Background: an optimization exercise with open tools, aiming at small area and a short achievable clock period. Do not read the settings as production practice. Function was not checked in any run shown here: the RTL went through the layout flow alone. Power is estimated from default activity; no workload was simulated.

==> flow/design.v (outline; a module is shown in full before it is edited, if it fits) <==
// module pp_init_stage: 41 lines
// module am_fa: 11 lines
// module csa_row_stage: 1363 lines
// module cpa_stage: 789 lines
// module am_mult_top: 49 lines
module am_mult_top
(
  input  logic                      clk,
  input  logic                      arst_n,
  input  logic [am_pkg::OP_W-1:0]   a,
  input  logic [am_pkg::OP_W-1:0]   b,
  output logic [am_pkg::PROD_W-1:0] product
);
  // ...
==> flow/flow/run.sh <==
#!/bin/bash
set -euo pipefail
echo 'export BUFFER_PORTS_ARGS = -buffer_cell sky130_fd_sc_hd__buf_2' >> config.mk
bash standard.sh > standard.log 2>&1
==> flow/standard.sh <==
#!/bin/bash
# synth_recipe.tcl (not shown) runs the flow's synth.tcl, then flattens the netlist and writes it again
# the make line also repeats each setting of config.mk as NAME=value (left out here)
make -C /OpenROAD-flow-scripts/flow DESIGN_CONFIG=/design/flow/config.mk WORK_HOME=/design/flow/orfs CLKGATE_MAP_FILE= SYNTH_SCRIPT=/design/flow/synth_recipe.tcl "${@:-finish}"
==> flow/config.mk <==
export PLATFORM = sky130hd
export DESIGN_NAME = am_mult_top
export DESIGN_NICKNAME = am_mult_top
export VERILOG_FILES = /design/flow/design.v
export SDC_FILE = /design/flow/constraint.sdc
export NUM_CORES = 4
export LEC_CHECK = 0
export CAP_MARGIN = 50
export CORE_MARGIN = 2
export CORE_UTILIZATION = 40
export SLEW_MARGIN = 70
export SYNTH_HIERARCHICAL = 1
export SYNTH_MINIMUM_KEEP_SIZE = 0
export BUFFER_PORTS_ARGS = -buffer_cell sky130_fd_sc_hd__buf_2
==> flow/constraint.sdc <==
create_clock -name core_clock -period 9.5 [get_ports {clk}]
set_input_delay 1.9000 -clock core_clock [delete_from_list [all_inputs] [get_ports {clk}]]
set_output_delay 1.9000 -clock core_clock [all_outputs]
set_load 0.01 [all_outputs]
==> flow_summary.yaml, run 1 <==
sta:
  setup_ws_ns: 5.766
  report.final.slew_viol_count: 0
  finalCriticalPeriod_ns: 3.734
  fin_tns_setup_ns: 0
  hold_violations: 0
global_route:
  grt.overflow.total: 0
  use_met2: 0.3064
  grt_pass1_vias: 15567
  busiest_layer: "met2"
  use_met1: 0.2682
  met3_usage: 0.04833
  grt_pass1_wl_mm: 91.88
  grt_max_degree: 54
logic_synthesis:
  synth_cells: 1872
  yosysSeqAreaShare: 0.3754
  netlist_top_cells_count: "dfxtp_1, xnor2_1, fa_1"
  synth_area_per_cell_um2: 12.65
  synthesis.area_mm2: 0.02369
  synth_ff_type: "dfxtp_1"
layout:
  final_area_mm2: 0.02588
  signal_buffers: 162
  fin_cells: 2728
  top_area_cell_class: "multi-input gates"
  multi_input_area_mm2: 0.01319
  clk_share: 0.06174
routing:
  drt-met1-wl_mm: 26.56
  totalWireLength_mm: 59.66
  drc: 0
  first_pass_iters: 6
die:
  initial_core_util: 0.4029
  rows: 89
clock_network:
  path_clk_slew_ns: 0.06
  numClockSinks: 431
  cts_max_level: 2
  cts-root-buf: "clkbuf_16"
  cts.repair.resized: 0
critical_path:
  crit_family: "adder cells"
  criticalPathCategory: "reg2reg"
power_and_ir_drop:
  p_int_w: 0.006471
  p_leak_nw: 10.23
status:
  outcome: "finished clean"
place:
  placed_cells: 2640
==> run 2: changes to the inputs <==
--- a/flow/design.v
+++ b/flow/design.v
@@ -1,13 +1,13 @@
 package am_pkg;
   localparam int OP_W = 24;
   localparam int PROD_W = 2 * OP_W;
   localparam int NDIG = 12;
-  localparam int CUT_W = 174;
+  localparam int CUT_W = 137;
 endpackage
 module pp_init_stage
 (
   input  logic                     clk,
   input  logic [am_pkg::OP_W-1:0]  a,
   input  logic [am_pkg::OP_W-1:0]  b,
   output logic [am_pkg::OP_W-1:0]  a_q,
   output logic [am_pkg::NDIG-1:0]  one_q,
@@ -818,26 +818,104 @@
   logic ts389;
   logic tc390;
   logic ts391;
   logic tc392;
   logic ts393;
   logic tc394;
   logic ts395;
   logic tc396;
-  logic ts397;
-  logic tc398;
-  logic ts399;
-  logic tc400;
+  logic th397;
+  logic tg398;
+  logic th399;
+  logic tg400;
   logic ts401;
   logic tc402;
   logic ts403;
   logic tc404;
   logic ts405;
   logic tc406;
+  logic ts407;
+  logic tc408;
+  logic ts409;
+  logic tc410;
+  logic ts411;
+  logic tc412;
+  logic ts413;
+  logic tc414;
+  logic ts415;
+  logic tc416;
+  logic ts417;
+  logic tc418;
+  logic ts419;
+  logic tc420;
+  logic ts421;
+  logic tc422;
+  logic ts423;
+  logic tc424;
+  logic ts425;
+  logic tc426;
+  logic ts427;
+  logic tc428;
+  logic ts429;
+  logic tc430;
+  logic ts431;
+  logic tc432;
+  logic ts433;
+  logic tc434;
+  logic ts435;
+  logic tc436;
+  logic ts437;
+  logic tc438;
+  logic ts439;
+  logic tc440;
+  logic ts441;
+  logic tc442;
+  logic ts443;
+  logic tc444;
+  logic ts445;
+  logic tc446;
+  logic ts447;
+  logic tc448;
+  logic ts449;
+  logic tc450;
+  logic ts451;
+  logic tc452;
+  logic ts453;
+  logic tc454;
+  logic ts455;
+  logic tc456;
+  logic ts457;
+  logic tc458;
+  logic ts459;
+  logic tc460;
+  logic ts461;
+  logic tc462;
+  logic ts463;
+  logic tc464;
+  logic ts465;
+  logic tc466;
+  logic ts467;
+  logic tc468;
+  logic ts469;
+  logic tc470;
+  logic ts471;
+  logic tc472;
+  logic ts473;
+  logic tc474;
+  logic ts475;
+  logic tc476;
+  logic ts477;
+  logic tc478;
+  logic ts479;
+  logic tc480;
+  logic ts481;
+  logic tc482;
+  logic ts483;
+  logic tc484;
   assign pp_0_0 = (((one[0] & a[0])) ^ neg[0]);
   assign pp_0_1 = (((one[0] & a[1]) | (two[0] & a[0])) ^ neg[0]);
   assign pp_0_2 = (((one[0] & a[2]) | (two[0] & a[1])) ^ neg[0]);
   assign pp_0_3 = (((one[0] & a[3]) | (two[0] & a[2])) ^ neg[0]);
   assign pp_0_4 = (((one[0] & a[4]) | (two[0] & a[3])) ^ neg[0]);
   assign pp_0_5 = (((one[0] & a[5]) | (two[0] & a[4])) ^ neg[0]);
   assign pp_0_6 = (((one[0] & a[6]) | (two[0] & a[5])) ^ neg[0]);
   assign pp_0_7 = (((one[0] & a[7]) | (two[0] & a[6])) ^ neg[0]);
@@ -1404,22 +1482,63 @@
   am_fa fa_ts381 (.x(pp_10_19), .y(pp_11_17), .z(pp_8_23), .s(ts381), .c(tc382));
   am_fa fa_ts383 (.x(pp_9_21), .y(ts251), .z(tc250), .s(ts383), .c(tc384));
   am_fa fa_ts385 (.x(k_40), .y(pp_10_20), .z(pp_11_18), .s(ts385), .c(tc386));
   am_fa fa_ts387 (.x(pp_8_24), .y(pp_9_22), .z(tc252), .s(ts387), .c(tc388));
   am_fa fa_ts389 (.x(ns_8), .y(pp_12_16), .z(pp_12_17), .s(ts389), .c(tc390));
   am_fa fa_ts391 (.x(pp_10_21), .y(pp_11_19), .z(pp_9_23), .s(ts391), .c(tc392));
   am_fa fa_ts393 (.x(k_42), .y(pp_10_22), .z(pp_11_20), .s(ts393), .c(tc394));
   am_fa fa_ts395 (.x(ns_9), .y(pp_12_18), .z(pp_12_19), .s(ts395), .c(tc396));
-  am_fa fa_ts397 (.x(ng_1), .y(pp_0_2), .z(pp_1_0), .s(ts397), .c(tc398));
-  am_fa fa_ts399 (.x(ng_2), .y(pp_0_4), .z(pp_1_2), .s(ts399), .c(tc400));
-  am_fa fa_ts401 (.x(ns_10), .y(pp_12_20), .z(pp_12_21), .s(ts401), .c(tc402));
-  am_fa fa_ts403 (.x(k_46), .y(pp_11_24), .z(tc402), .s(ts403), .c(tc404));
-  am_fa fa_ts405 (.x(ns_11), .y(pp_12_22), .z(pp_12_23), .s(ts405), .c(tc406));
-  assign cs = {ts405, tc404, ts403, ts401, pp_11_23, tc396, pp_11_22, pp_10_24, k_44, ts395, tc394, pp_11_21, pp_10_23, ts393, tc392, tc390, pp_9_24, ts391, ts389, tc388, tc386, ts387, ts385, tc384, tc382, ts383, ts381, tc380, tc378, ts379, ts377, tc376, tc374, ts375, ts373, tc372, tc370, ts371, ts369, tc368, tc366, ts367, ts365, tc364, tc362, ts363, ts361, tc360, tc358, ts359, ts357, tc356, tc354, ts355, ts353, tc352, tc350, ts351, ts349, tc348, tc346, ts347, ts345, tc344, tc342, ts343, ts341, tc340, tc338, ts339, ts337, tc336, tc334, ts335, ts333, tc332, tc330, ts331, ts329, tc328, tc326, ts327, ts325, tc324, tc322, ts323, ts321, tc320, tc318, ts319, ts317, tc316, tc314, ts315, ts313, tc312, tc310, ts311, ts309, tc308, tc306, ts307, ts305, tc304, tc302, ts303, ts301, tc300, tc298, ts299, ts297, tc296, tc294, ts295, ts293, tc292, tc290, ts291, ts289, tc288, tc286, ts287, ts285, tc284, tc282, ts283, ts281, tc280, tc278, ts279, ts277, tc276, tc274, ts275, ts273, tc272, tc270, ts271, ts269, tc268, tc266, ts267, ts265, tg264, tc262, th263, ts261, tg260, tc258, th259, ts257, tg256, pp_4_0, th255, tg254, pp_3_1, pp_2_3, th253, pp_3_0, pp_2_2, pp_1_4, tc400, pp_2_1, pp_1_3, pp_0_5, ts399, pp_2_0, tc398, pp_1_1, pp_0_3, ts397, pp_0_1, pp_0_0, ng_0};
+  assign th397 = ng_2 ^ pp_0_4;
+  assign tg398 = ng_2 & pp_0_4;
+  assign th399 = pp_0_5 ^ pp_1_3;
+  assign tg400 = pp_0_5 & pp_1_3;
+  am_fa fa_ts401 (.x(pp_1_4), .y(pp_2_2), .z(pp_3_0), .s(ts401), .c(tc402));
+  am_fa fa_ts403 (.x(pp_2_3), .y(pp_3_1), .z(tg254), .s(ts403), .c(tc404));
+  am_fa fa_ts405 (.x(pp_4_0), .y(tg256), .z(th259), .s(ts405), .c(tc406));
+  am_fa fa_ts407 (.x(tg260), .y(th263), .z(tc258), .s(ts407), .c(tc408));
+  am_fa fa_ts409 (.x(tg264), .y(tc262), .z(ts265), .s(ts409), .c(tc410));
+  am_fa fa_ts411 (.x(tc266), .y(ts269), .z(tc268), .s(ts411), .c(tc412));
+  am_fa fa_ts413 (.x(tc270), .y(ts273), .z(tc272), .s(ts413), .c(tc414));
+  am_fa fa_ts415 (.x(tc274), .y(ts277), .z(tc276), .s(ts415), .c(tc416));
+  am_fa fa_ts417 (.x(tc278), .y(ts281), .z(tc280), .s(ts417), .c(tc418));
+  am_fa fa_ts419 (.x(tc282), .y(tc284), .z(ts285), .s(ts419), .c(tc420));
+  am_fa fa_ts421 (.x(tc286), .y(tc288), .z(ts289), .s(ts421), .c(tc422));
+  am_fa fa_ts423 (.x(tc290), .y(ts293), .z(tc292), .s(ts423), .c(tc424));
+  am_fa fa_ts425 (.x(tc294), .y(ts297), .z(tc296), .s(ts425), .c(tc426));
+  am_fa fa_ts427 (.x(tc298), .y(ts301), .z(tc300), .s(ts427), .c(tc428));
+  am_fa fa_ts429 (.x(tc302), .y(ts305), .z(tc304), .s(ts429), .c(tc430));
+  am_fa fa_ts431 (.x(tc306), .y(ts309), .z(tc308), .s(ts431), .c(tc432));
+  am_fa fa_ts433 (.x(tc310), .y(ts313), .z(tc312), .s(ts433), .c(tc434));
+  am_fa fa_ts435 (.x(tc314), .y(ts317), .z(tc316), .s(ts435), .c(tc436));
+  am_fa fa_ts437 (.x(tc318), .y(ts321), .z(tc320), .s(ts437), .c(tc438));
+  am_fa fa_ts439 (.x(tc322), .y(ts325), .z(tc324), .s(ts439), .c(tc440));
+  am_fa fa_ts441 (.x(tc326), .y(ts329), .z(tc328), .s(ts441), .c(tc442));
+  am_fa fa_ts443 (.x(tc330), .y(ts333), .z(tc332), .s(ts443), .c(tc444));
+  am_fa fa_ts445 (.x(tc334), .y(ts337), .z(tc336), .s(ts445), .c(tc446));
+  am_fa fa_ts447 (.x(tc338), .y(ts341), .z(tc340), .s(ts447), .c(tc448));
+  am_fa fa_ts449 (.x(tc342), .y(ts345), .z(tc344), .s(ts449), .c(tc450));
+  am_fa fa_ts451 (.x(ts349), .y(tc346), .z(tc348), .s(ts451), .c(tc452));
+  am_fa fa_ts453 (.x(ts353), .y(tc350), .z(tc352), .s(ts453), .c(tc454));
+  am_fa fa_ts455 (.x(tc354), .y(ts357), .z(ts359), .s(ts455), .c(tc456));
+  am_fa fa_ts457 (.x(tc358), .y(ts361), .z(tc360), .s(ts457), .c(tc458));
+  am_fa fa_ts459 (.x(tc362), .y(ts365), .z(ts367), .s(ts459), .c(tc460));
+  am_fa fa_ts461 (.x(tc366), .y(ts369), .z(ts371), .s(ts461), .c(tc462));
+  am_fa fa_ts463 (.x(ts373), .y(tc370), .z(tc372), .s(ts463), .c(tc464));
+  am_fa fa_ts465 (.x(ts377), .y(tc374), .z(tc376), .s(ts465), .c(tc466));
+  am_fa fa_ts467 (.x(tc378), .y(ts381), .z(tc380), .s(ts467), .c(tc468));
+  am_fa fa_ts469 (.x(tc382), .y(ts385), .z(ts387), .s(ts469), .c(tc470));
+  am_fa fa_ts471 (.x(ts389), .y(tc386), .z(ts391), .s(ts471), .c(tc472));
+  am_fa fa_ts473 (.x(pp_9_24), .y(tc390), .z(tc392), .s(ts473), .c(tc474));
+  am_fa fa_ts475 (.x(pp_10_23), .y(pp_11_21), .z(ts395), .s(ts475), .c(tc476));
+  am_fa fa_ts477 (.x(k_44), .y(pp_10_24), .z(pp_11_22), .s(ts477), .c(tc478));
+  am_fa fa_ts479 (.x(ns_10), .y(pp_12_20), .z(pp_12_21), .s(ts479), .c(tc480));
+  am_fa fa_ts481 (.x(ng_1), .y(pp_0_2), .z(pp_1_0), .s(ts481), .c(tc482));
+  am_fa fa_ts483 (.x(ns_11), .y(pp_12_22), .z(pp_12_23), .s(ts483), .c(tc484));
+  assign cs = {ts483, tc480, pp_11_24, k_46, ts479, tc478, pp_11_23, ts477, tc476, tc396, ts475, tc474, tc394, ts473, tc472, ts393, ts471, tc470, tc388, ts469, tc468, tc384, ts467, tc466, ts383, ts465, tc464, ts379, ts463, tc462, ts375, ts461, tc460, tc368, ts459, tc458, tc364, ts457, tc456, ts363, ts455, tc454, tc356, ts453, tc452, ts355, ts451, tc450, ts351, ts449, tc448, ts347, ts447, tc446, ts343, ts445, tc444, ts339, ts443, tc442, ts335, ts441, tc440, ts331, ts439, tc438, ts327, ts437, tc436, ts323, ts435, tc434, ts319, ts433, tc432, ts315, ts431, tc430, ts311, ts429, tc428, ts307, ts427, tc426, ts303, ts425, tc424, ts299, ts423, tc422, ts295, ts421, tc420, ts291, ts419, tc418, ts287, ts417, tc416, ts283, ts415, tc414, ts279, ts413, tc412, ts275, ts411, tc410, ts271, ts409, tc408, ts267, ts407, tc406, ts261, ts405, tc404, ts257, ts403, tc402, th255, ts401, tg400, th253, th399, tg398, pp_2_1, th397, pp_2_0, pp_1_2, tc482, pp_1_1, pp_0_3, ts481, pp_0_1, pp_0_0, ng_0};
   always_ff @(posedge clk) begin
     cs_q <= cs;
   end
 endmodule
 module cpa_stage
 (
   input  logic                      clk,
   input  logic                      arst_n,
@@ -1504,103 +1623,103 @@
   logic us73;
   logic uc74;
   logic us75;
   logic uc76;
   logic us77;
   logic uc78;
   logic us79;
   logic uc80;
-  logic uh81;
-  logic ug82;
-  logic uh83;
-  logic ug84;
+  logic us81;
+  logic uc82;
+  logic us83;
+  logic uc84;
   logic us85;
   logic uc86;
   logic us87;
   logic uc88;
-  logic us89;
-  logic uc90;
-  logic us91;
-  logic uc92;
-  logic us93;
-  logic uc94;
-  logic us95;
-  logic uc96;
-  logic us97;
-  logic uc98;
-  logic us99;
-  logic uc100;
-  logic us101;
-  logic uc102;
-  logic us103;
-  logic uc104;
-  logic us105;
-  logic uc106;
-  logic us107;
-  logic uc108;
-  logic us109;
-  logic uc110;
-  logic us111;
-  logic uc112;
-  logic us113;
-  logic uc114;
-  logic us115;
-  logic uc116;
-  logic us117;
-  logic uc118;
-  logic us119;
-  logic uc120;
-  logic us121;
-  logic uc122;
-  logic us123;
-  logic uc124;
-  logic us125;
-  logic uc126;
-  logic us127;
-  logic uc128;
-  logic us129;
-  logic uc130;
-  logic us131;
-  logic uc132;
-  logic us133;
-  logic uc134;
-  logic us135;
-  logic uc136;
-  logic us137;
-  logic uc138;
-  logic us139;
-  logic uc140;
-  logic us141;
-  logic uc142;
-  logic us143;
-  logic uc144;
-  logic us145;
-  logic uc146;
-  logic us147;
-  logic uc148;
-  logic us149;
-  logic uc150;
-  logic us151;
-  logic uc152;
-  logic us153;
-  logic uc154;
-  logic us155;
-  logic uc156;
-  logic us157;
-  logic uc158;
-  logic us159;
-  logic uc160;
-  logic us161;
-  logic uc162;
-  logic us163;
-  logic uc164;
-  logic us165;
-  logic uc166;
   logic [am_pkg::PROD_W-1:0] p, g, cy, sum;
+  logic pg89;
+  logic pp90;
+  logic pg91;
+  logic pp92;
+  logic pg93;
+  logic pp94;
+  logic pg95;
+  logic pp96;
+  logic pg97;
+  logic pp98;
+  logic pg99;
+  logic pp100;
+  logic pg101;
+  logic pp102;
+  logic pg103;
+  logic pp104;
+  logic pg105;
+  logic pp106;
+  logic pg107;
+  logic pp108;
+  logic pg109;
+  logic pp110;
+  logic pg111;
+  logic pp112;
+  logic pg113;
+  logic pp114;
+  logic pg115;
+  logic pp116;
+  logic pg117;
+  logic pp118;
+  logic pg119;
+  logic pp120;
+  logic pg121;
+  logic pp122;
+  logic pg123;
+  logic pp124;
+  logic pg125;
+  logic pp126;
+  logic pg127;
+  logic pp128;
+  logic pg129;
+  logic pp130;
+  logic pg131;
+  logic pp132;
+  logic pg133;
+  logic pp134;
+  logic pg135;
+  logic pp136;
+  logic pg137;
+  logic pp138;
+  logic pg139;
+  logic pp140;
+  logic pg141;
+  logic pp142;
+  logic pg143;
+  logic pp144;
+  logic pg145;
+  logic pp146;
+  logic pg147;
+  logic pp148;
+  logic pg149;
+  logic pp150;
+  logic pg151;
+  logic pp152;
+  logic pg153;
+  logic pp154;
+  logic pg155;
+  logic pp156;
+  logic pg157;
+  logic pp158;
+  logic pg159;
+  logic pp160;
+  logic pg161;
+  logic pp162;
+  logic pg163;
+  logic pp164;
+  logic pg165;
+  logic pp166;
   logic pg167;
   logic pp168;
   logic pg169;
   logic pp170;
   logic pg171;
   logic pp172;
   logic pg173;
   logic pp174;
@@ -1689,521 +1808,242 @@
   logic pg257;
   logic pp258;
   logic pg259;
   logic pp260;
   logic pg261;
   logic pp262;
   logic pg263;
   logic pp264;
-  logic pg265;
-  logic pp266;
-  logic pg267;
-  logic pp268;
-  logic pg269;
-  logic pp270;
-  logic pg271;
-  logic pp272;
-  logic pg273;
-  logic pp274;
-  logic pg275;
-  logic pp276;
-  logic pg277;
-  logic pp278;
-  logic pg279;
-  logic pp280;
-  logic pg281;
-  logic pp282;
-  logic pg283;
-  logic pp284;
-  logic pg285;
-  logic pp286;
-  logic pg287;
-  logic pp288;
-  logic pg289;
-  logic pp290;
-  logic pg291;
-  logic pp292;
-  logic pg293;
-  logic pp294;
-  logic pg295;
-  logic pp296;
-  logic pg297;
-  logic pp298;
-  logic pg299;
-  logic pp300;
-  logic pg301;
-  logic pp302;
-  logic pg303;
-  logic pp304;
-  logic pg305;
-  logic pp306;
-  logic pg307;
-  logic pp308;
-  logic pg309;
-  logic pp310;
-  logic pg311;
-  logic pp312;
-  logic pg313;
-  logic pp314;
-  logic pg315;
-  logic pp316;
-  logic pg317;
-  logic pp318;
-  logic pg319;
-  logic pp320;
-  logic pg321;
-  logic pp322;
-  logic pg323;
-  logic pp324;
-  logic pg325;
-  logic pp326;
-  logic pg327;
-  logic pp328;
-  logic pg329;
-  logic pp330;
-  logic pg331;
-  logic pp332;
-  logic pg333;
-  logic pp334;
-  logic pg335;
-  logic pp336;
-  logic pg337;
-  logic pp338;
-  logic pg339;
-  logic pp340;
-  logic pg341;
-  logic pp342;
-  logic pg343;
-  logic pp344;
-  logic pg345;
-  logic pp346;
-  logic pg347;
-  logic pp348;
-  logic pg349;
-  logic pp350;
-  logic pg351;
-  logic pp352;
-  logic pg353;
-  logic pp354;
-  logic pg355;
-  logic pp356;
-  logic pg357;
-  logic pp358;
-  logic pg359;
-  logic pp360;
-  logic pg361;
-  logic pp362;
-  logic pg363;
-  logic pp364;
-  logic pg365;
-  logic pp366;
-  logic pg367;
-  logic pp368;
-  logic pg369;
-  logic pp370;
-  logic pg371;
-  logic pp372;
-  logic pg373;
-  logic pp374;
-  logic pg375;
-  logic pp376;
-  logic pg377;
-  logic pp378;
-  logic pg379;
-  logic pp380;
-  logic pg381;
-  logic pp382;
-  logic pg383;
-  logic pp384;
-  logic pg385;
-  logic pp386;
-  logic pg387;
-  logic pp388;
-  logic pg389;
-  logic pp390;
-  logic pg391;
-  logic pp392;
-  logic pg393;
-  logic pp394;
-  logic pg395;
-  logic pp396;
-  logic pg397;
-  logic pp398;
-  logic pg399;
-  logic pp400;
-  logic pg401;
-  logic pp402;
-  logic pg403;
-  logic pp404;
-  logic pg405;
-  logic pp406;
-  logic pg407;
-  logic pp408;
-  logic pg409;
-  logic pp410;
-  logic pg411;
-  logic pp412;
-  logic pg413;
-  logic pp414;
-  logic pg415;
-  logic pp416;
-  logic pg417;
-  logic pp418;
-  logic pg419;
-  logic pp420;
-  logic pg421;
-  logic pp422;
-  assign uh1 = cs[10] ^ cs[11];
-  assign ug2 = cs[10] & cs[11];
-  am_fa fa_us3 (.x(cs[13]), .y(cs[14]), .z(cs[15]), .s(us3), .c(uc4));
-  am_fa fa_us5 (.x(cs[17]), .y(cs[18]), .z(cs[19]), .s(us5), .c(uc6));
-  am_fa fa_us7 (.x(cs[21]), .y(cs[22]), .z(cs[23]), .s(us7), .c(uc8));
-  am_fa fa_us9 (.x(cs[25]), .y(cs[26]), .z(cs[27]), .s(us9), .c(uc10));
-  am_fa fa_us11 (.x(cs[29]), .y(cs[30]), .z(cs[31]), .s(us11), .c(uc12));
-  am_fa fa_us13 (.x(cs[33]), .y(cs[34]), .z(cs[35]), .s(us13), .c(uc14));
-  am_fa fa_us15 (.x(cs[37]), .y(cs[38]), .z(cs[39]), .s(us15), .c(uc16));
-  am_fa fa_us17 (.x(cs[41]), .y(cs[42]), .z(cs[43]), .s(us17), .c(uc18));
-  am_fa fa_us19 (.x(cs[45]), .y(cs[46]), .z(cs[47]), .s(us19), .c(uc20));
-  am_fa fa_us21 (.x(cs[49]), .y(cs[50]), .z(cs[51]), .s(us21), .c(uc22));
-  am_fa fa_us23 (.x(cs[53]), .y(cs[54]), .z(cs[55]), .s(us23), .c(uc24));
-  am_fa fa_us25 (.x(cs[57]), .y(cs[58]), .z(cs[59]), .s(us25), .c(uc26));
-  am_fa fa_us27 (.x(cs[61]), .y(cs[62]), .z(cs[63]), .s(us27), .c(uc28));
-  am_fa fa_us29 (.x(cs[65]), .y(cs[66]), .z(cs[67]), .s(us29), .c(uc30));
-  am_fa fa_us31 (.x(cs[69]), .y(cs[70]), .z(cs[71]), .s(us31), .c(uc32));
-  am_fa fa_us33 (.x(cs[73]), .y(cs[74]), .z(cs[75]), .s(us33), .c(uc34));
-  am_fa fa_us35 (.x(cs[77]), .y(cs[78]), .z(cs[79]), .s(us35), .c(uc36));
-  am_fa fa_us37 (.x(cs[81]), .y(cs[82]), .z(cs[83]), .s(us37), .c(uc38));
-  am_fa fa_us39 (.x(cs[85]), .y(cs[86]), .z(cs[87]), .s(us39), .c(uc40));
-  am_fa fa_us41 (.x(cs[89]), .y(cs[90]), .z(cs[91]), .s(us41), .c(uc42));
-  am_fa fa_us43 (.x(cs[93]), .y(cs[94]), .z(cs[95]), .s(us43), .c(uc44));
-  am_fa fa_us45 (.x(cs[100]), .y(cs[97]), .z(cs[98]), .s(us45), .c(uc46));
-  am_fa fa_us47 (.x(cs[101]), .y(cs[102]), .z(cs[103]), .s(us47), .c(uc48));
-  am_fa fa_us49 (.x(cs[105]), .y(cs[106]), .z(cs[107]), .s(us49), .c(uc50));
-  am_fa fa_us51 (.x(cs[109]), .y(cs[110]), .z(cs[111]), .s(us51), .c(uc52));
-  am_fa fa_us53 (.x(cs[113]), .y(cs[114]), .z(cs[115]), .s(us53), .c(uc54));
-  am_fa fa_us55 (.x(cs[117]), .y(cs[118]), .z(cs[119]), .s(us55), .c(uc56));
-  am_fa fa_us57 (.x(cs[121]), .y(cs[122]), .z(cs[123]), .s(us57), .c(uc58));
-  am_fa fa_us59 (.x(cs[125]), .y(cs[126]), .z(cs[127]), .s(us59), .c(uc60));
-  am_fa fa_us61 (.x(cs[129]), .y(cs[130]), .z(cs[131]), .s(us61), .c(uc62));
-  am_fa fa_us63 (.x(cs[133]), .y(cs[134]), .z(cs[135]), .s(us63), .c(uc64));
-  am_fa fa_us65 (.x(cs[137]), .y(cs[138]), .z(cs[139]), .s(us65), .c(uc66));
-  am_fa fa_us67 (.x(cs[141]), .y(cs[142]), .z(cs[143]), .s(us67), .c(uc68));
-  am_fa fa_us69 (.x(cs[145]), .y(cs[146]), .z(cs[147]), .s(us69), .c(uc70));
-  am_fa fa_us71 (.x(cs[149]), .y(cs[150]), .z(cs[151]), .s(us71), .c(uc72));
-  am_fa fa_us73 (.x(cs[153]), .y(cs[154]), .z(cs[155]), .s(us73), .c(uc74));
-  am_fa fa_us75 (.x(cs[157]), .y(cs[158]), .z(cs[159]), .s(us75), .c(uc76));
-  am_fa fa_us77 (.x(cs[161]), .y(cs[162]), .z(cs[163]), .s(us77), .c(uc78));
-  am_fa fa_us79 (.x(cs[165]), .y(cs[166]), .z(cs[167]), .s(us79), .c(uc80));
-  assign uh81 = cs[4] ^ cs[5];
-  assign ug82 = cs[4] & cs[5];
-  assign uh83 = cs[7] ^ cs[8];
-  assign ug84 = cs[7] & cs[8];
-  am_fa fa_us85 (.x(cs[12]), .y(cs[9]), .z(uh1), .s(us85), .c(uc86));
-  am_fa fa_us87 (.x(cs[16]), .y(ug2), .z(us3), .s(us87), .c(uc88));
-  am_fa fa_us89 (.x(cs[20]), .y(uc4), .z(us5), .s(us89), .c(uc90));
-  am_fa fa_us91 (.x(cs[24]), .y(uc6), .z(us7), .s(us91), .c(uc92));
-  am_fa fa_us93 (.x(cs[28]), .y(uc8), .z(us9), .s(us93), .c(uc94));
-  am_fa fa_us95 (.x(cs[32]), .y(uc10), .z(us11), .s(us95), .c(uc96));
-  am_fa fa_us97 (.x(cs[36]), .y(uc12), .z(us13), .s(us97), .c(uc98));
-  am_fa fa_us99 (.x(cs[40]), .y(uc14), .z(us15), .s(us99), .c(uc100));
-  am_fa fa_us101 (.x(cs[44]), .y(uc16), .z(us17), .s(us101), .c(uc102));
-  am_fa fa_us103 (.x(cs[48]), .y(uc18), .z(us19), .s(us103), .c(uc104));
-  am_fa fa_us105 (.x(cs[52]), .y(uc20), .z(us21), .s(us105), .c(uc106));
-  am_fa fa_us107 (.x(cs[56]), .y(uc22), .z(us23), .s(us107), .c(uc108));
-  am_fa fa_us109 (.x(cs[60]), .y(uc24), .z(us25), .s(us109), .c(uc110));
-  am_fa fa_us111 (.x(cs[64]), .y(uc26), .z(us27), .s(us111), .c(uc112));
-  am_fa fa_us113 (.x(cs[68]), .y(uc28), .z(us29), .s(us113), .c(uc114));
-  am_fa fa_us115 (.x(cs[72]), .y(uc30), .z(us31), .s(us115), .c(uc116));
-  am_fa fa_us117 (.x(cs[76]), .y(uc32), .z(us33), .s(us117), .c(uc118));
-  am_fa fa_us119 (.x(cs[80]), .y(uc34), .z(us35), .s(us119), .c(uc120));
-  am_fa fa_us121 (.x(cs[84]), .y(uc36), .z(us37), .s(us121), .c(uc122));
-  am_fa fa_us123 (.x(cs[88]), .y(uc38), .z(us39), .s(us123), .c(uc124));
-  am_fa fa_us125 (.x(cs[92]), .y(uc40), .z(us41), .s(us125), .c(uc126));
-  am_fa fa_us127 (.x(cs[96]), .y(uc42), .z(us43), .s(us127), .c(uc128));
-  am_fa fa_us129 (.x(cs[99]), .y(uc44), .z(us45), .s(us129), .c(uc130));
-  am_fa fa_us131 (.x(cs[104]), .y(uc46), .z(us47), .s(us131), .c(uc132));
-  am_fa fa_us133 (.x(cs[108]), .y(uc48), .z(us49), .s(us133), .c(uc134));
-  am_fa fa_us135 (.x(cs[112]), .y(uc50), .z(us51), .s(us135), .c(uc136));
-  am_fa fa_us137 (.x(cs[116]), .y(uc52), .z(us53), .s(us137), .c(uc138));
-  am_fa fa_us139 (.x(cs[120]), .y(uc54), .z(us55), .s(us139), .c(uc140));
-  am_fa fa_us141 (.x(cs[124]), .y(uc56), .z(us57), .s(us141), .c(uc142));
-  am_fa fa_us143 (.x(cs[128]), .y(uc58), .z(us59), .s(us143), .c(uc144));
-  am_fa fa_us145 (.x(cs[132]), .y(uc60), .z(us61), .s(us145), .c(uc146));
-  am_fa fa_us147 (.x(cs[136]), .y(uc62), .z(us63), .s(us147), .c(uc148));
-  am_fa fa_us149 (.x(cs[140]), .y(uc64), .z(us65), .s(us149), .c(uc150));
-  am_fa fa_us151 (.x(cs[144]), .y(uc66), .z(us67), .s(us151), .c(uc152));
-  am_fa fa_us153 (.x(cs[148]), .y(uc68), .z(us69), .s(us153), .c(uc154));
-  am_fa fa_us155 (.x(cs[152]), .y(uc70), .z(us71), .s(us155), .c(uc156));
-  am_fa fa_us157 (.x(cs[156]), .y(uc72), .z(us73), .s(us157), .c(uc158));
-  am_fa fa_us159 (.x(cs[160]), .y(uc74), .z(us75), .s(us159), .c(uc160));
-  am_fa fa_us161 (.x(cs[164]), .y(uc76), .z(us77), .s(us161), .c(uc162));
-  am_fa fa_us163 (.x(cs[168]), .y(uc78), .z(us79), .s(us163), .c(uc164));
-  am_fa fa_us165 (.x(cs[169]), .y(cs[170]), .z(uc80), .s(us165), .c(uc166));
-  assign x = {cs[172], cs[171], uc164, uc162, uc160, uc158, uc156, uc154, uc152, uc150, uc148, uc146, uc144, uc142, uc140, uc138, uc136, uc134, uc132, uc130, uc128, uc126, uc124, uc122, uc120, uc118, uc116, uc114, uc112, uc110, uc108, uc106, uc104, uc102, uc100, uc98, uc96, uc94, uc92, uc90, uc88, uc86, ug84, ug82, cs[6], cs[3], cs[2], cs[0]};
-  assign y = {cs[173], uc166, us165, us163, us161, us159, us157, us155, us153, us151, us149, us147, us145, us143, us141, us139, us137, us135, us133, us131, us129, us127, us125, us123, us121, us119, us117, us115, us113, us111, us109, us107, us105, us103, us101, us99, us97, us95, us93, us91, us89, us87, us85, uh83, uh81, 1'b0, 1'b0, cs[1]};
+  assign uh1 = cs[4] ^ cs[5];
+  assign ug2 = cs[4] & cs[5];
+  am_fa fa_us3 (.x(cs[7]), .y(cs[8]), .z(cs[9]), .s(us3), .c(uc4));
+  am_fa fa_us5 (.x(cs[10]), .y(cs[11]), .z(cs[12]), .s(us5), .c(uc6));
+  am_fa fa_us7 (.x(cs[13]), .y(cs[14]), .z(cs[15]), .s(us7), .c(uc8));
+  am_fa fa_us9 (.x(cs[16]), .y(cs[17]), .z(cs[18]), .s(us9), .c(uc10));
+  am_fa fa_us11 (.x(cs[19]), .y(cs[20]), .z(cs[21]), .s(us11), .c(uc12));
+  am_fa fa_us13 (.x(cs[22]), .y(cs[23]), .z(cs[24]), .s(us13), .c(uc14));
+  am_fa fa_us15 (.x(cs[25]), .y(cs[26]), .z(cs[27]), .s(us15), .c(uc16));
+  am_fa fa_us17 (.x(cs[28]), .y(cs[29]), .z(cs[30]), .s(us17), .c(uc18));
+  am_fa fa_us19 (.x(cs[31]), .y(cs[32]), .z(cs[33]), .s(us19), .c(uc20));
+  am_fa fa_us21 (.x(cs[34]), .y(cs[35]), .z(cs[36]), .s(us21), .c(uc22));
+  am_fa fa_us23 (.x(cs[37]), .y(cs[38]), .z(cs[39]), .s(us23), .c(uc24));
+  am_fa fa_us25 (.x(cs[40]), .y(cs[41]), .z(cs[42]), .s(us25), .c(uc26));
+  am_fa fa_us27 (.x(cs[43]), .y(cs[44]), .z(cs[45]), .s(us27), .c(uc28));
+  am_fa fa_us29 (.x(cs[46]), .y(cs[47]), .z(cs[48]), .s(us29), .c(uc30));
+  am_fa fa_us31 (.x(cs[49]), .y(cs[50]), .z(cs[51]), .s(us31), .c(uc32));
+  am_fa fa_us33 (.x(cs[52]), .y(cs[53]), .z(cs[54]), .s(us33), .c(uc34));
+  am_fa fa_us35 (.x(cs[55]), .y(cs[56]), .z(cs[57]), .s(us35), .c(uc36));
+  am_fa fa_us37 (.x(cs[58]), .y(cs[59]), .z(cs[60]), .s(us37), .c(uc38));
+  am_fa fa_us39 (.x(cs[61]), .y(cs[62]), .z(cs[63]), .s(us39), .c(uc40));
+  am_fa fa_us41 (.x(cs[64]), .y(cs[65]), .z(cs[66]), .s(us41), .c(uc42));
+  am_fa fa_us43 (.x(cs[67]), .y(cs[68]), .z(cs[69]), .s(us43), .c(uc44));
+  am_fa fa_us45 (.x(cs[70]), .y(cs[71]), .z(cs[72]), .s(us45), .c(uc46));
+  am_fa fa_us47 (.x(cs[73]), .y(cs[74]), .z(cs[75]), .s(us47), .c(uc48));
+  am_fa fa_us49 (.x(cs[76]), .y(cs[77]), .z(cs[78]), .s(us49), .c(uc50));
+  am_fa fa_us51 (.x(cs[79]), .y(cs[80]), .z(cs[81]), .s(us51), .c(uc52));
+  am_fa fa_us53 (.x(cs[82]), .y(cs[83]), .z(cs[84]), .s(us53), .c(uc54));
+  am_fa fa_us55 (.x(cs[85]), .y(cs[86]), .z(cs[87]), .s(us55), .c(uc56));
+  am_fa fa_us57 (.x(cs[88]), .y(cs[89]), .z(cs[90]), .s(us57), .c(uc58));
+  am_fa fa_us59 (.x(cs[91]), .y(cs[92]), .z(cs[93]), .s(us59), .c(uc60));
+  am_fa fa_us61 (.x(cs[94]), .y(cs[95]), .z(cs[96]), .s(us61), .c(uc62));
+  am_fa fa_us63 (.x(cs[97]), .y(cs[98]), .z(cs[99]), .s(us63), .c(uc64));
+  am_fa fa_us65 (.x(cs[100]), .y(cs[101]), .z(cs[102]), .s(us65), .c(uc66));
+  am_fa fa_us67 (.x(cs[103]), .y(cs[104]), .z(cs[105]), .s(us67), .c(uc68));
+  am_fa fa_us69 (.x(cs[106]), .y(cs[107]), .z(cs[108]), .s(us69), .c(uc70));
+  am_fa fa_us71 (.x(cs[109]), .y(cs[110]), .z(cs[111]), .s(us71), .c(uc72));
+  am_fa fa_us73 (.x(cs[112]), .y(cs[113]), .z(cs[114]), .s(us73), .c(uc74));
+  am_fa fa_us75 (.x(cs[115]), .y(cs[116]), .z(cs[117]), .s(us75), .c(uc76));
+  am_fa fa_us77 (.x(cs[118]), .y(cs[119]), .z(cs[120]), .s(us77), .c(uc78));
+  am_fa fa_us79 (.x(cs[121]), .y(cs[122]), .z(cs[123]), .s(us79), .c(uc80));
+  am_fa fa_us81 (.x(cs[124]), .y(cs[125]), .z(cs[126]), .s(us81), .c(uc82));
+  am_fa fa_us83 (.x(cs[127]), .y(cs[128]), .z(cs[129]), .s(us83), .c(uc84));
+  am_fa fa_us85 (.x(cs[130]), .y(cs[131]), .z(cs[132]), .s(us85), .c(uc86));
+  am_fa fa_us87 (.x(cs[133]), .y(cs[134]), .z(cs[135]), .s(us87), .c(uc88));
+  assign x = {cs[136], uc86, uc84, uc82, uc80, uc78, uc76, uc74, uc72, uc70, uc68, uc66, uc64, uc62, uc60, uc58, uc56, uc54, uc52, uc50, uc48, uc46, uc44, uc42, uc40, uc38, uc36, uc34, uc32, uc30, uc28, uc26, uc24, uc22, uc20, uc18, uc16, uc14, uc12, uc10, uc8, uc6, uc4, ug2, cs[6], cs[3], cs[2], cs[0]};
+  assign y = {uc88, us87, us85, us83, us81, us79, us77, us75, us73, us71, us69, us67, us65, us63, us61, us59, us57, us55, us53, us51, us49, us47, us45, us43, us41, us39, us37, us35, us33, us31, us29, us27, us25, us23, us21, us19, us17, us15, us13, us11, us9, us7, us5, us3, uh1, 1'b0, 1'b0, cs[1]};
   assign p = x ^ y;
   assign g = x & y;
-  assign pg167 = g[1] | (p[1] & g[0]);
-  assign pp168 = p[1] & p[0];
-  assign pg169 = g[3] | (p[3] & g[2]);
-  assign pp170 = p[3] & p[2];
-  assign pg171 = g[5] | (p[5] & g[4]);
-  assign pp172 = p[5] & p[4];
-  assign pg173 = g[7] | (p[7] & g[6]);
-  assign pp174 = p[7] & p[6];
-  assign pg175 = g[9] | (p[9] & g[8]);
-  assign pp176 = p[9] & p[8];
-  assign pg177 = g[11] | (p[11] & g[10]);
-  assign pp178 = p[11] & p[10];
-  assign pg179 = g[13] | (p[13] & g[12]);
-  assign pp180 = p[13] & p[12];
-  assign pg181 = g[15] | (p[15] & g[14]);
-  assign pp182 = p[15] & p[14];
-  assign pg183 = g[17] | (p[17] & g[16]);
-  assign pp184 = p[17] & p[16];
-  assign pg185 = g[19] | (p[19] & g[18]);
-  assign pp186 = p[19] & p[18];
-  assign pg187 = g[21] | (p[21] & g[20]);
-  assign pp188 = p[21] & p[20];
-  assign pg189 = g[23] | (p[23] & g[22]);
-  assign pp190 = p[23] & p[22];
-  assign pg191 = g[25] | (p[25] & g[24]);
-  assign pp192 = p[25] & p[24];
-  assign pg193 = g[27] | (p[27] & g[26]);
-  assign pp194 = p[27] & p[26];
-  assign pg195 = g[29] | (p[29] & g[28]);
-  assign pp196 = p[29] & p[28];
-  assign pg197 = g[31] | (p[31] & g[30]);
-  assign pp198 = p[31] & p[30];
-  assign pg199 = g[33] | (p[33] & g[32]);
-  assign pp200 = p[33] & p[32];
-  assign pg201 = g[35] | (p[35] & g[34]);
-  assign pp202 = p[35] & p[34];
-  assign pg203 = g[37] | (p[37] & g[36]);
-  assign pp204 = p[37] & p[36];
-  assign pg205 = g[39] | (p[39] & g[38]);
-  assign pp206 = p[39] & p[38];
-  assign pg207 = g[41] | (p[41] & g[40]);
-  assign pp208 = p[41] & p[40];
-  assign pg209 = g[43] | (p[43] & g[42]);
-  assign pp210 = p[43] & p[42];
-  assign pg211 = g[45] | (p[45] & g[44]);
-  assign pp212 = p[45] & p[44];
-  assign pg213 = g[47] | (p[47] & g[46]);
-  assign pp214 = p[47] & p[46];
-  assign pg215 = g[2] | (p[2] & pg167);
-  assign pp216 = p[2] & pp168;
-  assign pg217 = pg169 | (pp170 & pg167);
-  assign pp218 = pp170 & pp168;
-  assign pg219 = g[6] | (p[6] & pg171);
-  assign pp220 = p[6] & pp172;
-  assign pg221 = pg173 | (pp174 & pg171);
-  assign pp222 = pp174 & pp172;
-  assign pg223 = g[10] | (p[10] & pg175);
-  assign pp224 = p[10] & pp176;
-  assign pg225 = pg177 | (pp178 & pg175);
-  assign pp226 = pp178 & pp176;
-  assign pg227 = g[14] | (p[14] & pg179);
-  assign pp228 = p[14] & pp180;
-  assign pg229 = pg181 | (pp182 & pg179);
-  assign pp230 = pp182 & pp180;
-  assign pg231 = g[18] | (p[18] & pg183);
-  assign pp232 = p[18] & pp184;
-  assign pg233 = pg185 | (pp186 & pg183);
-  assign pp234 = pp186 & pp184;
-  assign pg235 = g[22] | (p[22] & pg187);
-  assign pp236 = p[22] & pp188;
-  assign pg237 = pg189 | (pp190 & pg187);
-  assign pp238 = pp190 & pp188;
-  assign pg239 = g[26] | (p[26] & pg191);
-  assign pp240 = p[26] & pp192;
-  assign pg241 = pg193 | (pp194 & pg191);
-  assign pp242 = pp194 & pp192;
-  assign pg243 = g[30] | (p[30] & pg195);
-  assign pp244 = p[30] & pp196;
-  assign pg245 = pg197 | (pp198 & pg195);
-  assign pp246 = pp198 & pp196;
-  assign pg247 = g[34] | (p[34] & pg199);
-  assign pp248 = p[34] & pp200;
-  assign pg249 = pg201 | (pp202 & pg199);
-  assign pp250 = pp202 & pp200;
-  assign pg251 = g[38] | (p[38] & pg203);
-  assign pp252 = p[38] & pp204;
-  assign pg253 = pg205 | (pp206 & pg203);
-  assign pp254 = pp206 & pp204;
-  assign pg255 = g[42] | (p[42] & pg207);
-  assign pp256 = p[42] & pp208;
-  assign pg257 = pg209 | (pp210 & pg207);
-  assign pp258 = pp210 & pp208;
-  assign pg259 = g[46] | (p[46] & pg211);
-  assign pp260 = p[46] & pp212;
-  assign pg261 = pg213 | (pp214 & pg211);
-  assign pp262 = pp214 & pp212;
-  assign pg263 = g[4] | (p[4] & pg217);
-  assign pp264 = p[4] & pp218;
-  assign pg265 = pg171 | (pp172 & pg217);
-  assign pp266 = pp172 & pp218;
-  assign pg267 = pg219 | (pp220 & pg217);
-  assign pp268 = pp220 & pp218;
-  assign pg269 = pg221 | (pp222 & pg217);
-  assign pp270 = pp222 & pp218;
-  assign pg271 = g[12] | (p[12] & pg225);
-  assign pp272 = p[12] & pp226;
-  assign pg273 = pg179 | (pp180 & pg225);
-  assign pp274 = pp180 & pp226;
-  assign pg275 = pg227 | (pp228 & pg225);
-  assign pp276 = pp228 & pp226;
-  assign pg277 = pg229 | (pp230 & pg225);
-  assign pp278 = pp230 & pp226;
-  assign pg279 = g[20] | (p[20] & pg233);
-  assign pp280 = p[20] & pp234;
-  assign pg281 = pg187 | (pp188 & pg233);
-  assign pp282 = pp188 & pp234;
-  assign pg283 = pg235 | (pp236 & pg233);
-  assign pp284 = pp236 & pp234;
-  assign pg285 = pg237 | (pp238 & pg233);
-  assign pp286 = pp238 & pp234;
-  assign pg287 = g[28] | (p[28] & pg241);
-  assign pp288 = p[28] & pp242;
-  assign pg289 = pg195 | (pp196 & pg241);
-  assign pp290 = pp196 & pp242;
-  assign pg291 = pg243 | (pp244 & pg241);
-  assign pp292 = pp244 & pp242;
-  assign pg293 = pg245 | (pp246 & pg241);
-  assign pp294 = pp246 & pp242;
-  assign pg295 = g[36] | (p[36] & pg249);
-  assign pp296 = p[36] & pp250;
-  assign pg297 = pg203 | (pp204 & pg249);
-  assign pp298 = pp204 & pp250;
-  assign pg299 = pg251 | (pp252 & pg249);
-  assign pp300 = pp252 & pp250;
-  assign pg301 = pg253 | (pp254 & pg249);
-  assign pp302 = pp254 & pp250;
-  assign pg303 = g[44] | (p[44] & pg257);
-  assign pp304 = p[44] & pp258;
-  assign pg305 = pg211 | (pp212 & pg257);
-  assign pp306 = pp212 & pp258;
-  assign pg307 = pg259 | (pp260 & pg257);
-  assign pp308 = pp260 & pp258;
-  assign pg309 = pg261 | (pp262 & pg257);
-  assign pp310 = pp262 & pp258;
-  assign pg311 = g[8] | (p[8] & pg269);
-  assign pp312 = p[8] & pp270;
-  assign pg313 = pg175 | (pp176 & pg269);
-  assign pp314 = pp176 & pp270;
-  assign pg315 = pg223 | (pp224 & pg269);
-  assign pp316 = pp224 & pp270;
-  assign pg317 = pg225 | (pp226 & pg269);
-  assign pp318 = pp226 & pp270;
-  assign pg319 = pg271 | (pp272 & pg269);
-  assign pp320 = pp272 & pp270;
-  assign pg321 = pg273 | (pp274 & pg269);
-  assign pp322 = pp274 & pp270;
-  assign pg323 = pg275 | (pp276 & pg269);
-  assign pp324 = pp276 & pp270;
-  assign pg325 = pg277 | (pp278 & pg269);
-  assign pp326 = pp278 & pp270;
-  assign pg327 = g[24] | (p[24] & pg285);
-  assign pp328 = p[24] & pp286;
-  assign pg329 = pg191 | (pp192 & pg285);
-  assign pp330 = pp192 & pp286;
-  assign pg331 = pg239 | (pp240 & pg285);
-  assign pp332 = pp240 & pp286;
-  assign pg333 = pg241 | (pp242 & pg285);
-  assign pp334 = pp242 & pp286;
-  assign pg335 = pg287 | (pp288 & pg285);
-  assign pp336 = pp288 & pp286;
-  assign pg337 = pg289 | (pp290 & pg285);
-  assign pp338 = pp290 & pp286;
-  assign pg339 = pg291 | (pp292 & pg285);
-  assign pp340 = pp292 & pp286;
-  assign pg341 = pg293 | (pp294 & pg285);
-  assign pp342 = pp294 & pp286;
-  assign pg343 = g[40] | (p[40] & pg301);
-  assign pp344 = p[40] & pp302;
-  assign pg345 = pg207 | (pp208 & pg301);
-  assign pp346 = pp208 & pp302;
-  assign pg347 = pg255 | (pp256 & pg301);
-  assign pp348 = pp256 & pp302;
-  assign pg349 = pg257 | (pp258 & pg301);
-  assign pp350 = pp258 & pp302;
-  assign pg351 = pg303 | (pp304 & pg301);
-  assign pp352 = pp304 & pp302;
-  assign pg353 = pg305 | (pp306 & pg301);
-  assign pp354 = pp306 & pp302;
-  assign pg355 = pg307 | (pp308 & pg301);
-  assign pp356 = pp308 & pp302;
-  assign pg357 = pg309 | (pp310 & pg301);
-  assign pp358 = pp310 & pp302;
-  assign pg359 = g[16] | (p[16] & pg325);
-  assign pp360 = p[16] & pp326;
-  assign pg361 = pg183 | (pp184 & pg325);
-  assign pp362 = pp184 & pp326;
-  assign pg363 = pg231 | (pp232 & pg325);
-  assign pp364 = pp232 & pp326;
-  assign pg365 = pg233 | (pp234 & pg325);
-  assign pp366 = pp234 & pp326;
-  assign pg367 = pg279 | (pp280 & pg325);
-  assign pp368 = pp280 & pp326;
-  assign pg369 = pg281 | (pp282 & pg325);
-  assign pp370 = pp282 & pp326;
-  assign pg371 = pg283 | (pp284 & pg325);
-  assign pp372 = pp284 & pp326;
-  assign pg373 = pg285 | (pp286 & pg325);
-  assign pp374 = pp286 & pp326;
-  assign pg375 = pg327 | (pp328 & pg325);
-  assign pp376 = pp328 & pp326;
-  assign pg377 = pg329 | (pp330 & pg325);
-  assign pp378 = pp330 & pp326;
-  assign pg379 = pg331 | (pp332 & pg325);
-  assign pp380 = pp332 & pp326;
-  assign pg381 = pg333 | (pp334 & pg325);
-  assign pp382 = pp334 & pp326;
-  assign pg383 = pg335 | (pp336 & pg325);
-  assign pp384 = pp336 & pp326;
-  assign pg385 = pg337 | (pp338 & pg325);
-  assign pp386 = pp338 & pp326;
-  assign pg387 = pg339 | (pp340 & pg325);
-  assign pp388 = pp340 & pp326;
-  assign pg389 = pg341 | (pp342 & pg325);
-  assign pp390 = pp342 & pp326;
-  assign pg391 = g[32] | (p[32] & pg389);
-  assign pp392 = p[32] & pp390;
-  assign pg393 = pg199 | (pp200 & pg389);
-  assign pp394 = pp200 & pp390;
-  assign pg395 = pg247 | (pp248 & pg389);
-  assign pp396 = pp248 & pp390;
-  assign pg397 = pg249 | (pp250 & pg389);
-  assign pp398 = pp250 & pp390;
-  assign pg399 = pg295 | (pp296 & pg389);
-  assign pp400 = pp296 & pp390;
-  assign pg401 = pg297 | (pp298 & pg389);
-  assign pp402 = pp298 & pp390;
-  assign pg403 = pg299 | (pp300 & pg389);
-  assign pp404 = pp300 & pp390;
-  assign pg405 = pg301 | (pp302 & pg389);
-  assign pp406 = pp302 & pp390;
-  assign pg407 = pg343 | (pp344 & pg389);
-  assign pp408 = pp344 & pp390;
-  assign pg409 = pg345 | (pp346 & pg389);
-  assign pp410 = pp346 & pp390;
-  assign pg411 = pg347 | (pp348 & pg389);
-  assign pp412 = pp348 & pp390;
-  assign pg413 = pg349 | (pp350 & pg389);
-  assign pp414 = pp350 & pp390;
-  assign pg415 = pg351 | (pp352 & pg389);
-  assign pp416 = pp352 & pp390;
-  assign pg417 = pg353 | (pp354 & pg389);
-  assign pp418 = pp354 & pp390;
-  assign pg419 = pg355 | (pp356 & pg389);
-  assign pp420 = pp356 & pp390;
-  assign pg421 = pg357 | (pp358 & pg389);
-  assign pp422 = pp358 & pp390;
-  assign cy = {pg421, pg419, pg417, pg415, pg413, pg411, pg409, pg407, pg405, pg403, pg401, pg399, pg397, pg395, pg393, pg391, pg389, pg387, pg385, pg383, pg381, pg379, pg377, pg375, pg373, pg371, pg369, pg367, pg365, pg363, pg361, pg359, pg325, pg323, pg321, pg319, pg317, pg315, pg313, pg311, pg269, pg267, pg265, pg263, pg217, pg215, pg167, g[0]};
+  assign pg89 = g[1] | (p[1] & g[0]);
+  assign pp90 = p[1] & p[0];
+  assign pg91 = g[3] | (p[3] & g[2]);
+  assign pp92 = p[3] & p[2];
+  assign pg93 = g[5] | (p[5] & g[4]);
+  assign pp94 = p[5] & p[4];
+  assign pg95 = g[7] | (p[7] & g[6]);
+  assign pp96 = p[7] & p[6];
+  assign pg97 = g[9] | (p[9] & g[8]);
+  assign pp98 = p[9] & p[8];
+  assign pg99 = g[11] | (p[11] & g[10]);
+  assign pp100 = p[11] & p[10];
+  assign pg101 = g[13] | (p[13] & g[12]);
+  assign pp102 = p[13] & p[12];
+  assign pg103 = g[15] | (p[15] & g[14]);
+  assign pp104 = p[15] & p[14];
+  assign pg105 = g[17] | (p[17] & g[16]);
+  assign pp106 = p[17] & p[16];
+  assign pg107 = g[19] | (p[19] & g[18]);
+  assign pp108 = p[19] & p[18];
+  assign pg109 = g[21] | (p[21] & g[20]);
+  assign pp110 = p[21] & p[20];
+  assign pg111 = g[23] | (p[23] & g[22]);
+  assign pp112 = p[23] & p[22];
+  assign pg113 = g[25] | (p[25] & g[24]);
+  assign pp114 = p[25] & p[24];
+  assign pg115 = g[27] | (p[27] & g[26]);
+  assign pp116 = p[27] & p[26];
+  assign pg117 = g[29] | (p[29] & g[28]);
+  assign pp118 = p[29] & p[28];
+  assign pg119 = g[31] | (p[31] & g[30]);
+  assign pp120 = p[31] & p[30];
+  assign pg121 = g[33] | (p[33] & g[32]);
+  assign pp122 = p[33] & p[32];
+  assign pg123 = g[35] | (p[35] & g[34]);
+  assign pp124 = p[35] & p[34];
+  assign pg125 = g[37] | (p[37] & g[36]);
+  assign pp126 = p[37] & p[36];
+  assign pg127 = g[39] | (p[39] & g[38]);
+  assign pp128 = p[39] & p[38];
+  assign pg129 = g[41] | (p[41] & g[40]);
+  assign pp130 = p[41] & p[40];
+  assign pg131 = g[43] | (p[43] & g[42]);
+  assign pp132 = p[43] & p[42];
+  assign pg133 = g[45] | (p[45] & g[44]);
+  assign pp134 = p[45] & p[44];
+  assign pg135 = g[47] | (p[47] & g[46]);
+  assign pp136 = p[47] & p[46];
+  assign pg137 = pg91 | (pp92 & pg89);
+  assign pp138 = pp92 & pp90;
+  assign pg139 = pg95 | (pp96 & pg93);
+  assign pp140 = pp96 & pp94;
+  assign pg141 = pg99 | (pp100 & pg97);
+  assign pp142 = pp100 & pp98;
+  assign pg143 = pg103 | (pp104 & pg101);
+  assign pp144 = pp104 & pp102;
+  assign pg145 = pg107 | (pp108 & pg105);
+  assign pp146 = pp108 & pp106;
+  assign pg147 = pg111 | (pp112 & pg109);
+  assign pp148 = pp112 & pp110;
+  assign pg149 = pg115 | (pp116 & pg113);
+  assign pp150 = pp116 & pp114;
+  assign pg151 = pg119 | (pp120 & pg117);
+  assign pp152 = pp120 & pp118;
+  assign pg153 = pg123 | (pp124 & pg121);
+  assign pp154 = pp124 & pp122;
+  assign pg155 = pg127 | (pp128 & pg125);
+  assign pp156 = pp128 & pp126;
+  assign pg157 = pg131 | (pp132 & pg129);
+  assign pp158 = pp132 & pp130;
+  assign pg159 = pg135 | (pp136 & pg133);
+  assign pp160 = pp136 & pp134;
+  assign pg161 = pg139 | (pp140 & pg137);
+  assign pp162 = pp140 & pp138;
+  assign pg163 = pg143 | (pp144 & pg141);
+  assign pp164 = pp144 & pp142;
+  assign pg165 = pg147 | (pp148 & pg145);
+  assign pp166 = pp148 & pp146;
+  assign pg167 = pg151 | (pp152 & pg149);
+  assign pp168 = pp152 & pp150;
+  assign pg169 = pg155 | (pp156 & pg153);
+  assign pp170 = pp156 & pp154;
+  assign pg171 = pg159 | (pp160 & pg157);
+  assign pp172 = pp160 & pp158;
+  assign pg173 = pg163 | (pp164 & pg161);
+  assign pp174 = pp164 & pp162;
+  assign pg175 = pg167 | (pp168 & pg165);
+  assign pp176 = pp168 & pp166;
+  assign pg177 = pg171 | (pp172 & pg169);
+  assign pp178 = pp172 & pp170;
+  assign pg179 = pg175 | (pp176 & pg173);
+  assign pp180 = pp176 & pp174;
+  assign pg181 = pg177 | (pp178 & pg179);
+  assign pp182 = pp178 & pp180;
+  assign pg183 = pg165 | (pp166 & pg173);
+  assign pp184 = pp166 & pp174;
+  assign pg185 = pg169 | (pp170 & pg179);
+  assign pp186 = pp170 & pp180;
+  assign pg187 = pg141 | (pp142 & pg161);
+  assign pp188 = pp142 & pp162;
+  assign pg189 = pg145 | (pp146 & pg173);
+  assign pp190 = pp146 & pp174;
+  assign pg191 = pg149 | (pp150 & pg183);
+  assign pp192 = pp150 & pp184;
+  assign pg193 = pg153 | (pp154 & pg179);
+  assign pp194 = pp154 & pp180;
+  assign pg195 = pg157 | (pp158 & pg185);
+  assign pp196 = pp158 & pp186;
+  assign pg197 = pg93 | (pp94 & pg137);
+  assign pp198 = pp94 & pp138;
+  assign pg199 = pg97 | (pp98 & pg161);
+  assign pp200 = pp98 & pp162;
+  assign pg201 = pg101 | (pp102 & pg187);
+  assign pp202 = pp102 & pp188;
+  assign pg203 = pg105 | (pp106 & pg173);
+  assign pp204 = pp106 & pp174;
+  assign pg205 = pg109 | (pp110 & pg189);
+  assign pp206 = pp110 & pp190;
+  assign pg207 = pg113 | (pp114 & pg183);
+  assign pp208 = pp114 & pp184;
+  assign pg209 = pg117 | (pp118 & pg191);
+  assign pp210 = pp118 & pp192;
+  assign pg211 = pg121 | (pp122 & pg179);
+  assign pp212 = pp122 & pp180;
+  assign pg213 = pg125 | (pp126 & pg193);
+  assign pp214 = pp126 & pp194;
+  assign pg215 = pg129 | (pp130 & pg185);
+  assign pp216 = pp130 & pp186;
+  assign pg217 = pg133 | (pp134 & pg195);
+  assign pp218 = pp134 & pp196;
+  assign pg219 = g[2] | (p[2] & pg89);
+  assign pp220 = p[2] & pp90;
+  assign pg221 = g[4] | (p[4] & pg137);
+  assign pp222 = p[4] & pp138;
+  assign pg223 = g[6] | (p[6] & pg197);
+  assign pp224 = p[6] & pp198;
+  assign pg225 = g[8] | (p[8] & pg161);
+  assign pp226 = p[8] & pp162;
+  assign pg227 = g[10] | (p[10] & pg199);
+  assign pp228 = p[10] & pp200;
+  assign pg229 = g[12] | (p[12] & pg187);
+  assign pp230 = p[12] & pp188;
+  assign pg231 = g[14] | (p[14] & pg201);
+  assign pp232 = p[14] & pp202;
+  assign pg233 = g[16] | (p[16] & pg173);
+  assign pp234 = p[16] & pp174;
+  assign pg235 = g[18] | (p[18] & pg203);
+  assign pp236 = p[18] & pp204;
+  assign pg237 = g[20] | (p[20] & pg189);
+  assign pp238 = p[20] & pp190;
+  assign pg239 = g[22] | (p[22] & pg205);
+  assign pp240 = p[22] & pp206;
+  assign pg241 = g[24] | (p[24] & pg183);
+  assign pp242 = p[24] & pp184;
+  assign pg243 = g[26] | (p[26] & pg207);
+  assign pp244 = p[26] & pp208;
+  assign pg245 = g[28] | (p[28] & pg191);
+  assign pp246 = p[28] & pp192;
+  assign pg247 = g[30] | (p[30] & pg209);
+  assign pp248 = p[30] & pp210;
+  assign pg249 = g[32] | (p[32] & pg179);
+  assign pp250 = p[32] & pp180;
+  assign pg251 = g[34] | (p[34] & pg211);
+  assign pp252 = p[34] & pp212;
+  assign pg253 = g[36] | (p[36] & pg193);
+  assign pp254 = p[36] & pp194;
+  assign pg255 = g[38] | (p[38] & pg213);
+  assign pp256 = p[38] & pp214;
+  assign pg257 = g[40] | (p[40] & pg185);
+  assign pp258 = p[40] & pp186;
+  assign pg259 = g[42] | (p[42] & pg215);
+  assign pp260 = p[42] & pp216;
+  assign pg261 = g[44] | (p[44] & pg195);
+  assign pp262 = p[44] & pp196;
+  assign pg263 = g[46] | (p[46] & pg217);
+  assign pp264 = p[46] & pp218;
+  assign cy = {pg181, pg263, pg217, pg261, pg195, pg259, pg215, pg257, pg185, pg255, pg213, pg253, pg193, pg251, pg211, pg249, pg179, pg247, pg209, pg245, pg191, pg243, pg207, pg241, pg183, pg239, pg205, pg237, pg189, pg235, pg203, pg233, pg173, pg231, pg201, pg229, pg187, pg227, pg199, pg225, pg161, pg223, pg197, pg221, pg137, pg219, pg89, g[0]};
   assign sum = p ^ {cy[am_pkg::PROD_W-2:0], 1'b0};
   always_ff @(posedge clk or negedge arst_n) begin
     if (!arst_n) begin
       product <= '0;
     end else begin
       product <= valid ? sum : '0;
     end
   end
==> flow/flow/run.sh (replaced) <==
#!/bin/bash
# The standard layout, with two changes to how ORFS builds it:
#  - ports are buffered with buf_2 (buffer_ports otherwise picks a slow
#    delay cell, which sits on every output path);
#  - repair_timing aims for 6.3 ns of setup slack at the design's period,
#    so that it sizes the critical paths (the SDC is not changed).
set -euo pipefail
echo 'export BUFFER_PORTS_ARGS = -buffer_cell sky130_fd_sc_hd__buf_2' >> config.mk
echo 'export SETUP_SLACK_MARGIN = 6.3' >> config.mk
bash standard.sh > standard.log 2>&1
==> flow/config.mk (replaced) <==
export PLATFORM = sky130hd
export DESIGN_NAME = am_mult_top
export DESIGN_NICKNAME = am_mult_top
export VERILOG_FILES = /design/flow/design.v
export SDC_FILE = /design/flow/constraint.sdc
export NUM_CORES = 4
export LEC_CHECK = 0
export CAP_MARGIN = 50
export CORE_MARGIN = 2
export CORE_UTILIZATION = 65
export SLEW_MARGIN = 70
export SYNTH_HIERARCHICAL = 1
export SYNTH_MINIMUM_KEEP_SIZE = 0
export BUFFER_PORTS_ARGS = -buffer_cell sky130_fd_sc_hd__buf_2
export SETUP_SLACK_MARGIN = 6.3
==> flow_summary.yaml, run 2 <==
status:
  outcome: "finished clean"
layout:
  fin_nets: 2271
  final_common_cell: "dfxtp_1"
  reg_top3: "tree_i.cs_q: 137 flops, ops_i.a_r: 72 flops, ops_i.b_r: 72 flops"
  antenna_cells: 0
  fin_cells: 2350
  layout-drive-gt1-share: 0.1694
  regMostFlops: "tree_i.cs_q"
  area_growth_pct: 9.399
  final_cell_mix: "dfxtp_1, xnor2_1, fa_1"
  largest_reg_flops: 137
logic_synthesis:
  netlist_top_cells_count: "dfxtp_1, xnor2_1, fa_1"
  synth_ff_type: "dfxtp_1"
  synth_top_cells_by_area: "dfxtp_1, fa_1, xnor2_1"
  post-synth-top-count-cell: "dfxtp_1"
  synth_largest_area_cell: "dfxtp_1"
  syn_nets: 2221
  ys_ff_latch: 394
  synth_area_per_cell_um2: 12.63
  synthesis.area_mm2: 0.02295
  ys_types: 45
  yosysSeqAreaShare: 0.3552
  async_flop_share: 0.1345
  synth_cells: 1817
  synth_edf_count: 0
  yosysWarningCount: 10
  synth_top_area_frac: 0.2974
clock_network:
  hold_buffers: 0
  numClockSinks: 394
  path_clk_slew_ns: 0.06
  cts_buffers: 39
  cts.path.max_buffers: 3
  clk_latency_ns: 0.58
  cts_tree: "done"
  cts-root-buf: "clkbuf_16"
  cts_max_level: 2
global_route:
  grt_max_degree: 54
  antenna_found_initial: 0
  grt.overflow.total: 0
  grt_pass1_wl_mm: 86.35
  globalRouteTotalUtil: 0.3121
  grt_pass1_vias: 15560
power_and_ir_drop:
  p_leak_nw: 10.05
  p_total_w: 0.009750
  ir_worst_vdd_mv: 0.5794
  power_density_mw_per_mm2: 388.3
critical_path:
  r2r_cells: 14
  cp_data_required_time_ns: 9.96
  r2r_end: "cpa_i.product[47]$_DFF_PN0_"
  reg2reg_from: "tree_i.cs_q[8]$_DFF_P_"
  worstSetupStartpointType: "register"
  end_kind: "register"
  criticalPathCategory: "reg2reg"
  path_max_fanout: 3
  worst-r2r-setup-slack_ns: 5.84
  critPathArrivalTime_ns: 4.13
sta:
  timing.hold.ws_ns: 0.3224
  hold_violations: 0
  fin_crit_sh: 0.3856
  grt_setup_unrepaired: "true"
  fin_tns_setup_ns: 0
  setup_viol: 0
  report.final.slew_viol_count: 0
  fmax_mhz: 273.0
  clock_skew_ns: 0.02462
  finalCriticalPeriod_ns: 3.663
routing:
  viasPerCell: 6.071
  drc: 0
  first_iter_violations: 1302
  wl_per_cell_um: 23.47
  antenna_left: 0
  num_vias: 14268
  first_pass_iters: 6
  totalWireLength_mm: 55.15
die:
  ios: 98
  die_w_um: 191.9
  rows: 68
  die_y_um: 191.9
  die_area_mm2: 0.03683
  initial_core_util: 0.6628
  core_mm2: 0.03463
min_path:
  hold_end: "ops_i.a_q[5]$_DFF_P_"
  holdCritStartpoint: "ops_i.a_r[53]$_DFF_P_"
  hold_class: "reg2reg"
  whs_path_depth: 0
place:
  dp_hpwl_mm: 34.02
  placed_cells: 2266
  io_buffer_count: 97
  gp_congestion: 0.8933
run:
  drv_cap: 0
[run 2: cell count changes after synthesis, moves of 7 or more]
cell     change
dfxtp_1     -37
inv_1       +27
nor2_1      -26
and2_1      +24
a22oi_2     -19
a22oi_1     +18
fa_1        +18
nor2b_1     +18
nor3_1      -13
nand2_1     -12
buf_2        +9
mux2i_1      -8
nand3_1      -7
[run 2: worst max path at each step]
stage / startpoint / end / slack (ns) / depth (start not counted)
2_1_floorplan: tree_i.cs_q[8]$_DFF_P_ / cpa_i.product[47]$_DFF_PN0_ / 6.30 / 13
3_3_place_gp: tree_i.cs_q[8]$_DFF_P_ / cpa_i.product[47]$_DFF_PN0_ / 5.71 / 13
3_5_place_dp: tree_i.cs_q[8]$_DFF_P_ / cpa_i.product[47]$_DFF_PN0_ / 5.73 / 13
4_1_cts: tree_i.cs_q[8]$_DFF_P_ / cpa_i.product[47]$_DFF_PN0_ / 5.85 / 14
5_1_grt: tree_i.cs_q[8]$_DFF_P_ / cpa_i.product[47]$_DFF_PN0_ / 5.70 / 14
6_report: tree_i.cs_q[8]$_DFF_P_ / cpa_i.product[47]$_DFF_PN0_ / 5.84 / 14
[run 2: layer usage]
metal / GRT usage / vias to the layer above / wire, µm
met5: 0 / - / 0
met1: 0.4206 / 7169 / 22440
met3: 0.08259 / 145 / 6187
met4: 0.1251 / 0 / 1812
li1: - / 6124 / -
met2: 0.4829 / 830 / 24710
[run 2: Yosys stat by module (local to each module, per instance)]
module	cells	flops+latches
csa_row_stage	961	137
pp_init_stage	250	204
cpa_stage	335	48
am_mult_top	6	5
am_fa	1	0
[run 2: cell families after synthesis]
logic type | count (synthesis) | synth area share
compound gates | 354 | 0.1201
xor+xnor | 335 | 0.1278
fa+ha+maj | 354 | 0.2869
buf+inv | 229 | 0.07360
flops | 394 | 0.3552
other cells | 1 | 0.0001634
simple gates | 150 | 0.03620
[run 2: per-stage QoR]
step / instance area, µm² / util / worst slack, ns
global placement: 23040 / 0.6653 / 5.712
detailed placement: 23130 / 0.6679 / 5.729
global route: 25110 / 0.7251 / 5.696
CTS: 24790 / 0.7159 / 5.849
finish: 25110 / 0.7251 / 5.837
floorplan: 22980 / - / 6.302
[run 2: critical path, cell delays in order (launching register included)]
cell,delay (ns)
dfxtp_2,0.32
fa_1,0.50
ha_1,0.33
nand4_1,0.13
a211oi_2,0.28
nor2_4,0.10
o31ai_4,0.22
buf_12,0.15
a31oi_4,0.13
o31ai_4,0.34
a211oi_2,0.15
o21a_1,0.22
fa_1,0.37
xnor2_1,0.13
and2_1,0.15
[run 2: layout make-up]
class,instances,area (µm²)
tap,455,569.3
sequential,394,8177
timing repair buffer,173,1455
multi-input combinational,1194,13340
fill,2391,9520
inverter,65,244.0
clock buffer,52,1066
clock inverter,17,255.2
[run 2: repair_timing]
item / CTS / global route
gates cloned: 0 / 0
setup endpoints to repair: 46 / 59
buffers inserted: 12 / 2
pin swaps: 12 / 10
gates resized for setup: 55 / 71
[run 2: power breakdown]
part / switching [W] / internal, W
clock: 0.000649 / 0.000911
sequential: 0.000197 / 0.00212
combinational: 0.00306 / 0.00281
total: 0.00390 / 0.00585
